Background: an optimization exercise with open tools, aiming at small area. Do not read the settings as production practice.
No activity file was given, so power comes from the tool's default toggle rates.

==> job 1580: inputs <==
==> flow/design.v (excerpt) <==
module mips_cpu_bus (
    input  logic        clk,
    input  logic        rst_n,
    output logic        active,
    output logic [31:0] register_v0,
    input  logic        waitrequest,
    input  logic [31:0] readdata,
    output logic [31:0] address,
    output logic        write,
    output logic        read,
    output logic [31:0] writedata,
    output logic [3:0]  byteenable
);
==> flow/config.mk <==
export PLATFORM = sky130hd
export DESIGN_NAME = mips_cpu_bus
export DESIGN_NICKNAME = mips_cpu_bus
export VERILOG_FILES = /design/flow/design.v
export SDC_FILE = /design/flow/constraint.sdc
export NUM_CORES = 4
export LEC_CHECK = 0
export CAP_MARGIN = 40
export CORE_MARGIN = 2
export CORE_UTILIZATION = 60
export CTS_CLUSTER_DIAMETER = 60
export CTS_CLUSTER_SIZE = 32
export SLEW_MARGIN = 40
==> flow/constraint.sdc <==
create_clock -name core_clock -period 15.0 [get_ports {clk}]
set_input_delay 3.0000 -clock core_clock [delete_from_list [all_inputs] [get_ports {clk}]]
set_output_delay 3.0000 -clock core_clock [all_outputs]
set_load 0.01 [all_outputs]
run.sh (not shown) runs the stock make flow with config.mk's settings and CLKGATE_MAP_FILE= SYNTH_SCRIPT=/design/flow/synth_recipe.tcl, a recipe that flattens the netlist after the stock synthesis.
==> inputs of job 1387, as changes to job 1580 <==
--- a/flow/design.v
+++ b/flow/design.v
@@ -13,16 +13,15 @@
     output logic [3:0]  byteenable
 );
     localparam logic [2:0] W_INIT = 3'd0,   
                            W_EXEC = 3'd1,   
                            W_EX2  = 3'd2,   
                            W_IDLF = 3'd3,   
                            W_IDLM = 3'd4,   
-                           W_HALT = 3'd5,
-                           W_EX3  = 3'd6;   
+                           W_HALT = 3'd5;
     localparam logic [4:0] O_NOP   = 5'd0,
                            O_ADDU  = 5'd1,  O_SUBU = 5'd2,  O_AND  = 5'd3,  O_OR   = 5'd4,
                            O_XOR   = 5'd5,  O_ADDIU = 5'd6, O_ANDI = 5'd7,  O_ORI  = 5'd8,
                            O_XORI  = 5'd9,  O_LUI  = 5'd10, O_JAL  = 5'd11, O_J    = 5'd12,
                            O_JR    = 5'd13, O_BEQ  = 5'd14, O_BNE  = 5'd15, O_SW   = 5'd16,
                            O_LW    = 5'd17, O_SLT  = 5'd18, O_SLTU = 5'd19, O_SLL  = 5'd20,
                            O_SRL   = 5'd21, O_SRA  = 5'd22;
@@ -112,23 +111,23 @@
     assign last = (ph == 4'd15);
     logic [1:0] imm_s;    
     logic [1:0] lui_s;    
     logic [1:0] tgt_s;    
     assign imm_s = (ph < 4'd8) ? d[1:0] : {2{sgn && (i_addiu || i_mem)}};
     assign lui_s = (ph < 4'd8) ? 2'b00 : d[17:16];
     assign tgt_s = d[31:30];
-    logic [1:0]  rs_b, rt_b;
-    logic [63:0] bot;   
+    logic [1:0] rs_b, rt_b;
     always_comb begin
-        bot[1:0] = 2'b00;
-        for (int r = 1; r < 32; r++) bot[2*r +: 2] = regs[r][1:0];
-        bot[2*5'd2 +: 2] = register_v0[2*ph +: 2];   
+        rs_b = 2'b00;
+        rt_b = 2'b00;
+        for (int r = 1; r < 32; r++) begin
+            if (rs == 5'(r)) rs_b = regs[r][1:0];
+            if (rt == 5'(r)) rt_b = regs[r][1:0];
+        end
     end
-    assign rs_b = bot[2*rs +: 2];
-    assign rt_b = bot[2*rt +: 2];
     logic [1:0] op_b, b_x, sum, res;
     logic       cin, c1, cout;
     assign op_b = i_lui ? lui_s : (i_imm ? imm_s : rt_b);
     assign b_x  = i_sub ? ~op_b : op_b;
     assign cin  = (ph == 4'd0) ? i_sub : c_alu;
     assign sum[0] = rs_b[0] ^ b_x[0] ^ cin;
     assign c1     = (rs_b[0] & b_x[0]) | (cin & (rs_b[0] ^ b_x[0]));
@@ -167,52 +166,31 @@
     always_comb begin
         if (win == W_INIT)                        npc = RESET_VEC[2*ph +: 2];
         else if (win == W_EXEC && (i_j || i_jal)) npc = (ph >= 4'd14) ? pcs :
                                                         (ph == 4'd0) ? 2'b00 : tgt_s;
         else if (win == W_EXEC && i_jr)           npc = rs_b;
         else                                      npc = pcs;
     end
-    function automatic logic le4(input logic [3:0] x, input logic [3:0] y);
-        logic gt, eq;
-        gt = 1'b0;
-        eq = 1'b1;
-        for (int i = 3; i >= 0; i--) begin
-            gt = gt | (eq & x[i] & ~y[i]);
-            eq = eq & ~(x[i] ^ y[i]);
-        end
-        le4 = ~gt;
-    endfunction
-    logic [1:0]  sh_res, pair, sh_b;
-    logic [3:0]  sh_t, pidx;
-    logic [4:0]  nsh;
-    logic        sh_c, dly, v0, v1, r0, r1, l0, l1, fill;
-    assign nsh  = ~sh;
-    assign sh_t = sh[4:1] ^ {4{i_sll}};
-    always_comb begin
-        sh_c = i_sll || sh[0];
-        for (int i = 0; i < 4; i++) begin
-            pidx[i] = sh_t[i] ^ sh_c;
-            sh_c    = sh_c & sh_t[i];
+    logic [1:0] sh_res;
+    logic [5:0] src0, src1;   
+    logic [4:0] tap0, tap1;
+    always_comb begin
+        if (i_sll) begin
+            src0 = {1'b0, ph, 1'b0} - {1'b0, sh};
+            src1 = {1'b0, ph, 1'b1} - {1'b0, sh};
+            tap0 = 5'd0 - sh;
+        end else begin
+            src0 = {1'b0, ph, 1'b0} + {1'b0, sh};
+            src1 = {1'b0, ph, 1'b1} + {1'b0, sh};
+            tap0 = sh;
         end
+        tap1 = tap0 + 5'd1;
+        sh_res[0] = src0[5] ? (i_sra && fl) : d[tap0];
+        sh_res[1] = src1[5] ? (i_sra && fl) : d[tap1];
     end
-    assign pair = d[2*pidx +: 2];
-    always_comb begin
-        if (!sh[0])                                     sh_b = pair;
-        else if (!i_sll && sh[4:1] == 4'd15 && ph == 4'd0) sh_b = {pair[0], fl};   
-        else                                            sh_b = {pair[0], dly};
-    end
-    assign r0   = le4(ph, nsh[4:1]);
-    assign r1   = r0 & ~(sh[0] & (ph == nsh[4:1]));
-    assign l1   = le4(sh[4:1], ph);
-    assign l0   = l1 & ~(sh[0] & (ph == sh[4:1]));
-    assign v0   = i_sll ? l0 : r0;
-    assign v1   = i_sll ? l1 : r1;
-    assign fill = i_sra && fl;
-    assign sh_res[0] = v0 ? sh_b[0] : fill;
-    assign sh_res[1] = v1 ? sh_b[1] : fill;
     logic       wr;
     logic [1:0] wd;
     always_comb begin
         wr = 1'b0;
         wd = res;
         case (win)
             W_INIT: begin wr = 1'b1; wd = 2'b00; end
@@ -225,47 +203,37 @@
                 if (i_lw)         wd = d[1:0];
                 else if (i_shift) wd = sh_res;
                 else              wd = {1'b0, fl && ph == 4'd0};
             end
             default: ;
         endcase
     end
-    logic wa_v0, v0_ld;
-    assign wa_v0 = (wa == 5'd2);
-    assign v0_ld = last && ((win == W_EXEC && i_w1 && wa_v0) ||
-                            (win == W_EX2 && (i_lw || i_setlt) && wa_v0) ||
-                            (win == W_EX3));
     logic [1:0] r_in [1:31];
     always_comb begin
         for (int r = 1; r < 32; r++) begin
             if (win == W_INIT || (wr && wa == 5'(r))) r_in[r] = wd;
             else                                       r_in[r] = regs[r][1:0];
         end
     end
     always_ff @(posedge clk) begin
         for (int r = 1; r < 32; r++) regs[r] <= {r_in[r], regs[r][31:2]};
     end
     logic [1:0] a_in, d_in;
     always_comb begin
-        if (win == W_EXEC && i_mem)                  a_in = sum;
-        else if (win == W_IDLM)                      a_in = a[1:0];
-        else if (win == W_EX2 && i_shift && wa_v0)   a_in = sh_res;
-        else                                         a_in = npc;
-        if (win == W_EXEC && (i_sw || i_shift))                  d_in = rt_b;
-        else if (win == W_EXEC && i_w1 && !i_jal && !(i_lui && ph < 4'd8)) d_in = wd;
-        else if (win == W_EX2 && i_setlt)                        d_in = wd;
-        else if (win == W_EX3)                                   d_in = a[1:0];
-        else                                                     d_in = d[1:0];
+        if (win == W_EXEC && i_mem) a_in = sum;
+        else if (win == W_IDLM)     a_in = a[1:0];
+        else                        a_in = npc;
+        if (win == W_EXEC && (i_sw || i_shift)) d_in = rt_b;
+        else                                    d_in = d[1:0];
     end
     localparam logic [1:0] A_NONE = 2'd0, A_FETCH = 2'd1, A_LOAD = 2'd2, A_STORE = 2'd3;
     logic [1:0] acc;
     always_comb begin
         case (win)
-            W_INIT, W_IDLF, W_EX3: acc = A_FETCH;
-            W_EX2:   acc = (i_shift && wa_v0) ? A_NONE : A_FETCH;
+            W_INIT, W_EX2, W_IDLF: acc = A_FETCH;
             W_EXEC: begin
                 if (i_lw)                                          acc = A_LOAD;
                 else if (i_sw)                                     acc = A_STORE;
                 else if (i_shift || i_setlt || (i_branch && taken)) acc = A_NONE;
                 else                                               acc = A_FETCH;
             end
             W_IDLM:  acc = i_lw ? A_LOAD : A_STORE;
@@ -286,15 +254,15 @@
     logic [2:0] win_n;
     always_comb begin
         win_n = win;
         if (last) begin
             case (acc)
                 A_FETCH: win_n = at_zero ? W_HALT : (done ? W_EXEC : W_IDLF);
                 A_LOAD, A_STORE: win_n = done ? W_EX2 : W_IDLM;
-                default: win_n = (win == W_HALT) ? W_HALT : ((win == W_EX2) ? W_EX3 : W_EX2);
+                default: win_n = (win == W_HALT) ? W_HALT : W_EX2;
             endcase
         end
     end
     logic fetched;
     assign fetched = last && acc == A_FETCH && done;
     always_ff @(posedge clk) begin
         pc <= {npc, pc[31:2]};
@@ -305,15 +273,14 @@
             op <= op_f;
             rs <= readdata[25:21];
             rt <= readdata[20:16];
             wa <= wa_f;
             sh <= readdata[10:6];
         end
         c_alu <= cout;
-        dly   <= pair[1];
         c_pc  <= pcout;
         if (ph == 4'd7) sgn <= d[1];
         if (win == W_EXEC) begin
             if (i_branch)               fl <= neq;
             else if (last && i_setlt)   fl <= lt;
             else if (last && i_shift)   fl <= rt_b[1];
         end
@@ -324,12 +291,12 @@
             win         <= W_INIT;
             active      <= 1'b0;
             register_v0 <= 32'd0;
         end else begin
             ph     <= ph + 4'd1;
             win    <= win_n;
             active <= (win_n != W_HALT);
-            if (v0_ld) register_v0 <= {d_in, d[31:2]} & {16'hffff, {16{!(win == W_EXEC && i_lui)}}};
+            if (last) register_v0 <= {r_in[5'd2], regs[5'd2][31:2]};
         end
     end
 endmodule
 `default_nettype wire
CTS_CLUSTER_DIAMETER = 100   (was 60)
CTS_CLUSTER_SIZE = 30   (was 32)
==> summary.txt <==
Register-to-register slack: job 1387 is higher than job 1580 (0.38 ns). Between job 1580 and job 1387, the lower non-clock buffer count is in job 1580 (gap 1). Combinational power is about the same in job 1387 and job 1580. Against job 1387, the worst setup slack of job 1580 is worse by 0.64 ns. Between job 1387 and job 1580, the lower worst hold slack is in job 1387 (gap 0.0042 ns). Against job 1580, the maximum frequency of job 1387 is larger by about 7%. Against job 1580, the sequential share of layout area of job 1387 is higher by 0.28 points. In job 1387 the first-iteration DRC count is larger than in job 1580, by about 3%.
No run of this note included a check of the RTL's function; only the layout flow was run.

## static timing again, ports no longer ideal
How much do the figures lean on ideal ports? The routed layouts below were timed once more, with nothing changed but the port constraints. Step 1 assumes that a clkbuf_16 drives the clock port and a buf_2 every other input. Step 2 moves the port delays by t, midway between the first and last clock arrival at a register: inputs arrive t later, outputs are due t later. That takes back most of the time a late clock gives input paths. Slacks: no drivers / after step 1 / after step 2; pairs: no drivers / after step 1.
run | t (ns) | setup slack, ns | hold slack, ns | worst setup path after step 2
job 1580 | 0.672 | 5.341 / 5.280 / 5.953 | 0.313 / 0.313 / 0.313 | register to output
job 1387 | 0.666 | 5.984 / 5.924 / 6.591 | 0.309 / 0.309 / 0.309 | register to output
After both steps every run listed still meets setup and hold.
